Background: an optimization exercise with open tools, aiming at small area. Do not read the settings as production practice.
RTL that was checked went through simulation tests only; none was proved equivalent to the original.
No activity file was given, so power comes from the tool's default toggle rates.

==> job 3080: inputs <==
## vector_alu
module vector_alu
(
    input  logic        clk,
    input  logic        arst_n,
    input  logic        op_valid,      
    input  logic [5:0]  alu_op,
    input  logic [1:0]  width,         
    input  logic [0:63] reg_a_data,
    input  logic [0:63] reg_b_data,
    output logic [0:63] alu_out,       
    output logic        result_valid   
);
==> flow/config.mk <==
export PLATFORM = sky130hd
export DESIGN_NAME = vector_alu
export DESIGN_NICKNAME = vector_alu
export VERILOG_FILES = /design/flow/design.v
export SDC_FILE = /design/flow/constraint.sdc
export NUM_CORES = 8
export LEC_CHECK = 0
export CAP_MARGIN = 20
export CORE_MARGIN = 2
export CORE_UTILIZATION = 30
export PLACE_DENSITY = 0.7
export SLEW_MARGIN = 20
export SYNTH_HIERARCHICAL = 1
==> flow/constraint.sdc <==
create_clock -name core_clock -period 16.0 [get_ports {clk}]
set_input_delay 3.2000 -clock core_clock [delete_from_list [all_inputs] [get_ports {clk}]]
set_output_delay 3.2000 -clock core_clock [all_outputs]
set_load 0.01 [all_outputs]
standard.sh (not shown) runs the stock make flow with config.mk's settings and CLKGATE_MAP_FILE= SYNTH_SCRIPT=/design/flow/synth_recipe.tcl, a recipe that flattens the netlist after the stock synthesis.
==> flow/flow/run.sh <==
#!/bin/bash
# The standard layout (the standard.sh running the ORFS steps), with four changes made
# through ORFS's own hooks and variables, none to its scripts:
#  - the port buffers that global placement adds are sky130_fd_sc_hd__buf_1 (BUFFER_PORTS_ARGS)
#  - after synthesis, combinational cells go back to drive strength 1 (POST_SYNTH_TCL,
#    flow/downsize.tcl); the resizer upsizes later where needed
#  - clock tree synthesis without dummy loads, from clkbuf_8 cells (CTS_ARGS)
#  - after the placement resizer, an input port buffer that only drives one resizer buffer
#    is dropped and that buffer becomes the port buffer (POST_RESIZE_TCL, flow/mergebuf.tcl)
# The make output goes to standard_flow.log here; ORFS keeps its per-step logs in orfs/logs.
set -euo pipefail
here=$(pwd)
export BUFFER_PORTS_ARGS="-buffer_cell sky130_fd_sc_hd__buf_1"
export POST_SYNTH_TCL="$here/flow/downsize.tcl"
export CTS_ARGS="-sink_clustering_enable -repair_clock_nets -dont_use_dummy_load -buf_list sky130_fd_sc_hd__clkbuf_8"
export POST_RESIZE_TCL="$here/flow/mergebuf.tcl"
bash standard.sh > standard_flow.log 2>&1
==> flow/flow/mergebuf.tcl <==
# POST_RESIZE hook: where an input port's buffer drives nothing but one buffer that the
# resizer added for a long wire, the port buffer goes and the port drives that buffer, which
# is then the port's buffer. Every port keeps one buffer.
set block [ord::get_db_block]
set n 0
foreach inst [$block getInsts] {
  if { ![string match "input*" [$inst getName]] } { continue }
  if { ![string match "sky130_fd_sc_hd__buf_*" [[$inst getMaster] getName]] } { continue }
  set a [$inst findITerm A]
  set x [$inst findITerm X]
  set nin [$a getNet]
  set nout [$x getNet]
  if { $nin == "NULL" || $nout == "NULL" } { continue }
  if { [llength [$nout getBTerms]] != 0 || [llength [$nin getBTerms]] != 1 } { continue }
  if { [llength [$nin getITerms]] != 1 } { continue }
  set loads {}
  foreach it [$nout getITerms] {
    if { [$it isInputSignal] } { lappend loads $it }
  }
  if { [llength $loads] != 1 } { continue }
  set l [lindex $loads 0]
  if { ![regexp {^sky130_fd_sc_hd__buf_[0-9]+$} [[[$l getInst] getMaster] getName]] } { continue }
  $a disconnect
  $x disconnect
  $l disconnect
  $l connect $nin
  odb::dbInst_destroy $inst
  odb::dbNet_destroy $nout
  incr n
}
puts "mergebuf.tcl: $n input port buffers merged into the buffer they drove"
Other scripts of this flow, unchanged in this note and not shown: flow/flow/downsize.tcl
==> job 9747: changes against job 3080 <==
--- a/flow/design.v
+++ b/flow/design.v
@@ -40,13 +40,13 @@
         shamt_mask = 6'(lane_bits(w) - 1);
     endfunction
 endpackage
 `timescale 1ns/1ns
 module simd_arith
 (
-    input  logic [5:0]  alu_op,
+    input  logic [5:0]  alu_op,    
     input  logic [1:0]  width,
     input  logic [63:0] a,         
     input  logic [63:0] b,
     output logic [63:0] arith_result
 );
     logic is_mul, odd, as, sub;
@@ -3618,30 +3618,34 @@
     assign s  = a ^ b;
     assign co = a & b;
 endmodule
 `timescale 1ns/1ns
 module simd_bitmanip
 (
-    input  logic [5:0]  alu_op,
+    input  logic        op_valid,
+    input  logic [5:0]  alu_op,    
     input  logic [1:0]  width,
     input  logic [63:0] a,         
     input  logic [63:0] b,
+    input  logic [63:0] q,         
     output logic [63:0] sh_out,    
     output logic        srl
 );
+    logic hold;
+    assign hold   = ~op_valid;
     logic op_and, op_or, op_xor, op_not, sll, rot, shl;
     assign op_and = (alu_op == 6'd1);
     assign op_or  = (alu_op == 6'd2);
     assign op_xor = (alu_op == 6'd3);
     assign op_not = (alu_op == 6'd4);
     assign sll    = (alu_op == 6'd10);
     assign srl    = (alu_op == 6'd11);
     assign rot    = (alu_op == 6'd13);
     assign shl    = sll | rot;
     logic [63:0] st0;
-    assign st0 = ~(({64{shl}} & a) | ({64{srl}} & {a[0], a[1], a[2], a[3], a[4], a[5], a[6], a[7], a[8], a[9], a[10], a[11], a[12], a[13], a[14], a[15], a[16], a[17], a[18], a[19], a[20], a[21], a[22], a[23], a[24], a[25], a[26], a[27], a[28], a[29], a[30], a[31], a[32], a[33], a[34], a[35], a[36], a[37], a[38], a[39], a[40], a[41], a[42], a[43], a[44], a[45], a[46], a[47], a[48], a[49], a[50], a[51], a[52], a[53], a[54], a[55], a[56], a[57], a[58], a[59], a[60], a[61], a[62], a[63]}));    
+    assign st0 = ~(({64{shl}} & a) | ({64{srl}} & {a[0], a[1], a[2], a[3], a[4], a[5], a[6], a[7], a[8], a[9], a[10], a[11], a[12], a[13], a[14], a[15], a[16], a[17], a[18], a[19], a[20], a[21], a[22], a[23], a[24], a[25], a[26], a[27], a[28], a[29], a[30], a[31], a[32], a[33], a[34], a[35], a[36], a[37], a[38], a[39], a[40], a[41], a[42], a[43], a[44], a[45], a[46], a[47], a[48], a[49], a[50], a[51], a[52], a[53], a[54], a[55], a[56], a[57], a[58], a[59], a[60], a[61], a[62], a[63]}) | ({64{hold}} & q));    
     logic [7:0] amt [0:5];
     assign amt[0][0] = ((width == 2'd0) & b[0]) | ((width == 2'd1) & b[0]) | ((width == 2'd2) & b[0]) | ((width == 2'd3) & b[0]);
     assign amt[0][1] = ((width == 2'd0) & b[8]) | ((width == 2'd1) & b[0]) | ((width == 2'd2) & b[0]) | ((width == 2'd3) & b[0]);
     assign amt[0][2] = ((width == 2'd0) & b[16]) | ((width == 2'd1) & b[16]) | ((width == 2'd2) & b[0]) | ((width == 2'd3) & b[0]);
     assign amt[0][3] = ((width == 2'd0) & b[24]) | ((width == 2'd1) & b[16]) | ((width == 2'd2) & b[0]) | ((width == 2'd3) & b[0]);
     assign amt[0][4] = ((width == 2'd0) & b[32]) | ((width == 2'd1) & b[32]) | ((width == 2'd2) & b[32]) | ((width == 2'd3) & b[0]);
@@ -4310,35 +4314,35 @@
     output logic        result_valid
 );
     logic [63:0] nxt;
     genvar j;
     for (j = 0; j < 16; j++) begin : g_bit
         valu_rbit u_rbit (.ar(arith_result[j]), .sh(sh_out[j]), .shr(sh_out[63-j]), .srl(srl),
-                          .v(op_valid), .q(alu_out[63-j]), .d(nxt[j]));
+                          .d(nxt[j]));
     end
     for (j = 16; j < 64; j++) begin : g_bitn
         valu_rbitn u_rbit (.arn(arith_result[j]), .sh(sh_out[j]), .shr(sh_out[63-j]), .srl(srl),
-                           .v(op_valid), .q(alu_out[63-j]), .d(nxt[j]));
+                           .d(nxt[j]));
     end
     always_ff @(posedge clk or negedge arst_n) begin
         if (!arst_n) begin
             alu_out      <= '0;
             result_valid <= 1'b0;
         end else begin
             result_valid <= op_valid;  
             alu_out      <= nxt;       
         end
     end
 endmodule
 module valu_rbit (input logic ar, input logic sh, input logic shr, input logic srl,
-                  input logic v, input logic q, output logic d);
-    assign d = v ? (ar | ~(srl ? shr : sh)) : q;
+                  output logic d);
+    assign d = ar | ~(srl ? shr : sh);
 endmodule
 module valu_rbitn (input logic arn, input logic sh, input logic shr, input logic srl,
-                   input logic v, input logic q, output logic d);
-    assign d = v ? ~(arn & (srl ? shr : sh)) : q;
+                   output logic d);
+    assign d = ~(arn & (srl ? shr : sh));
 endmodule
 `timescale 1ns/1ns
 module vector_alu
 (
     input  logic        clk,
     input  logic        arst_n,
@@ -4350,27 +4354,33 @@
     output logic [0:63] alu_out,       
     output logic        result_valid   
 );
     logic [63:0] a, b;
     assign a = reg_a_data;
     assign b = reg_b_data;
+    logic [63:0] q;
+    assign q = alu_out;
+    logic [5:0] op;
+    assign op = alu_op & {6{op_valid}};
     logic [63:0] arith_result;
     logic [63:0] sh_out;
     logic        srl;
     simd_arith arith_i (
-        .alu_op       (alu_op),
+        .alu_op       (op),
         .width        (width),
         .a            (a),
         .b            (b),
         .arith_result (arith_result)
     );
     simd_bitmanip bitmanip_i (
-        .alu_op          (alu_op),
+        .op_valid        (op_valid),
+        .alu_op          (op),
         .width           (width),
         .a               (a),
         .b               (b),
+        .q               (q),
         .sh_out          (sh_out),
         .srl             (srl)
     );
     result_select select_i (
         .clk             (clk),
         .arst_n          (arst_n),
Settings changed: PLACE_DENSITY 0.7 to unset.
==> job 9630: changes against job 3080 <==
==> flow/flow/run.sh (replaced) <==
#!/bin/bash
# The standard layout (the standard.sh running the ORFS steps), with four changes made
# through ORFS's own hooks and variables, none to its scripts:
#  - the port buffers that global placement adds are sky130_fd_sc_hd__buf_1 (BUFFER_PORTS_ARGS)
#  - after synthesis, combinational cells go back to drive strength 1 (POST_SYNTH_TCL,
#    flow/downsize.tcl); the resizer upsizes later where needed
#  - clock tree synthesis without dummy loads, from clkbuf_8 cells (CTS_ARGS)
#  - before global routing, gates off the critical paths are sized down (PRE_GLOBAL_ROUTE_TCL,
#    flow/recover.tcl)
# The make output goes to standard_flow.log here; ORFS keeps its per-step logs in orfs/logs.
set -euo pipefail
here=$(pwd)
export BUFFER_PORTS_ARGS="-buffer_cell sky130_fd_sc_hd__buf_1"
export POST_SYNTH_TCL="$here/flow/downsize.tcl"
export CTS_ARGS="-sink_clustering_enable -repair_clock_nets -dont_use_dummy_load -buf_list sky130_fd_sc_hd__clkbuf_8"
export PRE_GLOBAL_ROUTE_TCL="$here/flow/recover.tcl"
bash standard.sh > standard_flow.log 2>&1
==> flow/flow/recover.tcl (new file) <==
# PRE_GLOBAL_ROUTE hook: size down gates off the critical paths (OpenROAD's power recovery,
# which also saves area), keeping 0.4 ns of setup slack, then legalize the placement.
estimate_parasitics -placement
repair_timing -recover_power 100 -setup_margin 0.4 -match_cell_footprint -verbose
detailed_placement
check_placement -verbose
Settings changed: PLACE_DENSITY 0.7 to unset.
removed: flow/flow/mergebuf.tcl
==> reports/qor.yml <==
outcome:
  outcome: "finished clean"
worst_setup_path:
  cp.buffers_inverters: 3
power:
  seqPwrFrac: 0.182
  powerComb_mw: 1.30
clock_network:
  clkLatencyLatePin_ns: 0.40
global_route:
  grt_first_pass_wirelength_um: 282800
final_layout:
  num-fill-cells: 12825
timing:
  period_share: 0.9089
placement:
  dp_slack_ns: 1.304
# the run above: job 9747

==> reports/qor.yml <==
outcome:
  outcome: "finished clean"
power:
  seqPwrFrac: 0.214
  powerComb_uw: 628
final_layout:
  num-fill-cells: 12845
timing:
  period_share: 0.8958
clock_network:
  clkLatencyLatePin_ns: 0.38
worst_setup_path:
  cp.buffers_inverters: 3
global_route:
  grt_first_pass_wirelength_um: 270100
placement:
  dp_slack_ns: 1.576
# the run above: job 3080

==> reports/qor.yml <==
final_layout:
  stdcell_count: 5929
  num-fill-cells: 12948
power:
  seqPwrFrac: 0.212
  powerComb_uw: 630
placement:
  dp_slack_ns: 1.357
global_route:
  grt_first_pass_wirelength_um: 271700
outcome:
  outcome: "finished clean"
worst_setup_path:
  cp.buffers_inverters: 4
clock_network:
  clkLatencyLatePin_ns: 0.41
# the run above: job 9630

No functional check of the RTL was part of any run of this note.


==> xenon: inputs <==
Another version of the RTL of vector_alu (not shown whole).
Settings: LEC_CHECK=0, CAP_MARGIN=20, CORE_MARGIN=2, CORE_UTILIZATION=30, SLEW_MARGIN=20, SYNTH_HIERARCHICAL=1; clock period 16.0 ns.
run.sh (not shown) runs the stock make flow with config.mk's settings and CLKGATE_MAP_FILE= SYNTH_SCRIPT=/design/flow/synth_recipe.tcl, a recipe that flattens the netlist after the stock synthesis.
Stock flow here: none of the scripts above is used.
==> maple (differences from xenon) <==
==> flow/flow/run.sh (new file) <==
#!/bin/bash
# The standard layout (the standard.sh running the ORFS steps), with three changes made
# through ORFS's own hooks and variables, none to its scripts:
#  - the port buffers that global placement adds are sky130_fd_sc_hd__buf_1 (BUFFER_PORTS_ARGS)
#  - after synthesis, combinational cells go back to drive strength 1 (POST_SYNTH_TCL,
#    flow/downsize.tcl); the resizer upsizes later where needed
#  - clock tree synthesis without dummy loads, from clkbuf_8 cells (CTS_ARGS)
# The make output goes to standard_flow.log here; ORFS keeps its per-step logs in orfs/logs.
set -euo pipefail
here=$(pwd)
export BUFFER_PORTS_ARGS="-buffer_cell sky130_fd_sc_hd__buf_1"
export POST_SYNTH_TCL="$here/flow/downsize.tcl"
export CTS_ARGS="-sink_clustering_enable -repair_clock_nets -dont_use_dummy_load -buf_list sky130_fd_sc_hd__clkbuf_8"
bash standard.sh > standard_flow.log 2>&1
==> flow/flow/downsize.tcl (new file) <==
# POST_SYNTH hook: put every combinational cell that synthesis gave a drive strength above 1
# back to its _1 version (same function and pins); registers, latches, clock cells and
# buffers are left alone. The resizer in the later steps upsizes again where slew,
# capacitance or timing need it.
set db [ord::get_db]
set block [ord::get_db_block]
set n 0
foreach inst [$block getInsts] {
  set name [[$inst getMaster] getName]
  if { [regexp {^(sky130_fd_sc_hd__([a-z0-9]+))_([0-9]+)$} $name -> base func drv] } {
    if { $drv > 1 && ![regexp {^(s?df|s?edf|dl|clk|buf|conb|tap|fill|decap|diode|lpflow)} $func] } {
      set m1 [$db findMaster ${base}_1]
      if { $m1 != "NULL" } {
        $inst swapMaster $m1
        incr n
      }
    }
  }
}
puts "downsize.tcl: $n cells set to drive strength 1"
==> flow/standard.sh (new file) <==
#!/bin/bash
# synth_recipe.tcl (not shown) runs the flow's synth.tcl, then flattens the netlist and writes it again
# the make line also repeats each setting of config.mk as NAME=value (left out here)
make -C /OpenROAD-flow-scripts/flow DESIGN_CONFIG=/design/flow/config.mk WORK_HOME=/design/flow/orfs CLKGATE_MAP_FILE= SYNTH_SCRIPT=/design/flow/synth_recipe.tcl "${@:-finish}"
removed: flow/run.sh
==> onyx (differences from xenon) <==
==> flow/flow/run.sh (new file) <==
#!/bin/bash
# The standard layout (the standard.sh, all ORFS steps unchanged), except that the
# input and output port buffers that global placement adds are the smallest buffer,
# sky130_fd_sc_hd__buf_1, instead of the cell buffer_ports picks by itself.
# The whole make output goes to standard_flow.log here; ORFS keeps its per-step logs in orfs/logs.
set -euo pipefail
export BUFFER_PORTS_ARGS="-buffer_cell sky130_fd_sc_hd__buf_1"
bash standard.sh > standard_flow.log 2>&1
==> flow/standard.sh (new file) <==
#!/bin/bash
# synth_recipe.tcl (not shown) runs the flow's synth.tcl, then flattens the netlist and writes it again
# the make line also repeats each setting of config.mk as NAME=value (left out here)
make -C /OpenROAD-flow-scripts/flow DESIGN_CONFIG=/design/flow/config.mk WORK_HOME=/design/flow/orfs CLKGATE_MAP_FILE= SYNTH_SCRIPT=/design/flow/synth_recipe.tcl "${@:-finish}"
removed: flow/run.sh
==> comparison <==
The highest hold slack belongs to onyx, the lowest to xenon.
Synthesized cell count is the same in xenon and maple.
The highest maximum frequency belongs to onyx, the lowest to maple.
In register-to-register slack, maple and onyx hardly differ.
In maple the critical path depth is lower than in onyx, by 2.
In sequential power, onyx and maple hardly differ.
Utilization, highest first: xenon, onyx, maple.
Sequential share of layout area: xenon is lower than maple (0.17 points).
The lowest wire length belongs to maple, the highest to xenon.

-- static timing again, ports no longer ideal --
Ports are ideal in the flow. The routed layouts listed here were re-timed in OpenROAD. Step 1 assumes that a clkbuf_16 drives the clock port and a buf_2 every other input. Step 2 also shifts input and output timing later by t, the mid clock arrival at the registers, as if the neighbouring blocks saw the same clock. Slacks: no drivers / after step 1 / after step 2; pairs: no drivers / after step 1.
| run | t (ns) | slack for setup (ns) | worst data-port slew with drivers (ns) | pins driven straight from the clock port |
|---|---|---|---|---|
| job 3080 | 0.434 | 1.667 / 1.679 / 1.245 | 0.19 | 1 |
| job 9747 | 0.445 | 1.458 / 1.492 / 1.047 | 0.16 | 1 |
| job 9630 | 0.463 | 1.223 / 1.234 / 0.771 | 0.19 | 1 |
| xenon | 0.429 | 1.274 / 1.263 / 0.834 | 0.18 | 1 |
| maple | 0.469 | 1.072 / 0.991 / 0.522 | 0.19 | 1 |
| onyx | 0.420 | 1.476 / 1.500 / 1.080 | 0.21 | 1 |
After both steps every run listed still meets setup and hold. For maple, which loses most, drivers alone change the setup slack by -0.081 ns; drivers and shift together by -0.550 ns.
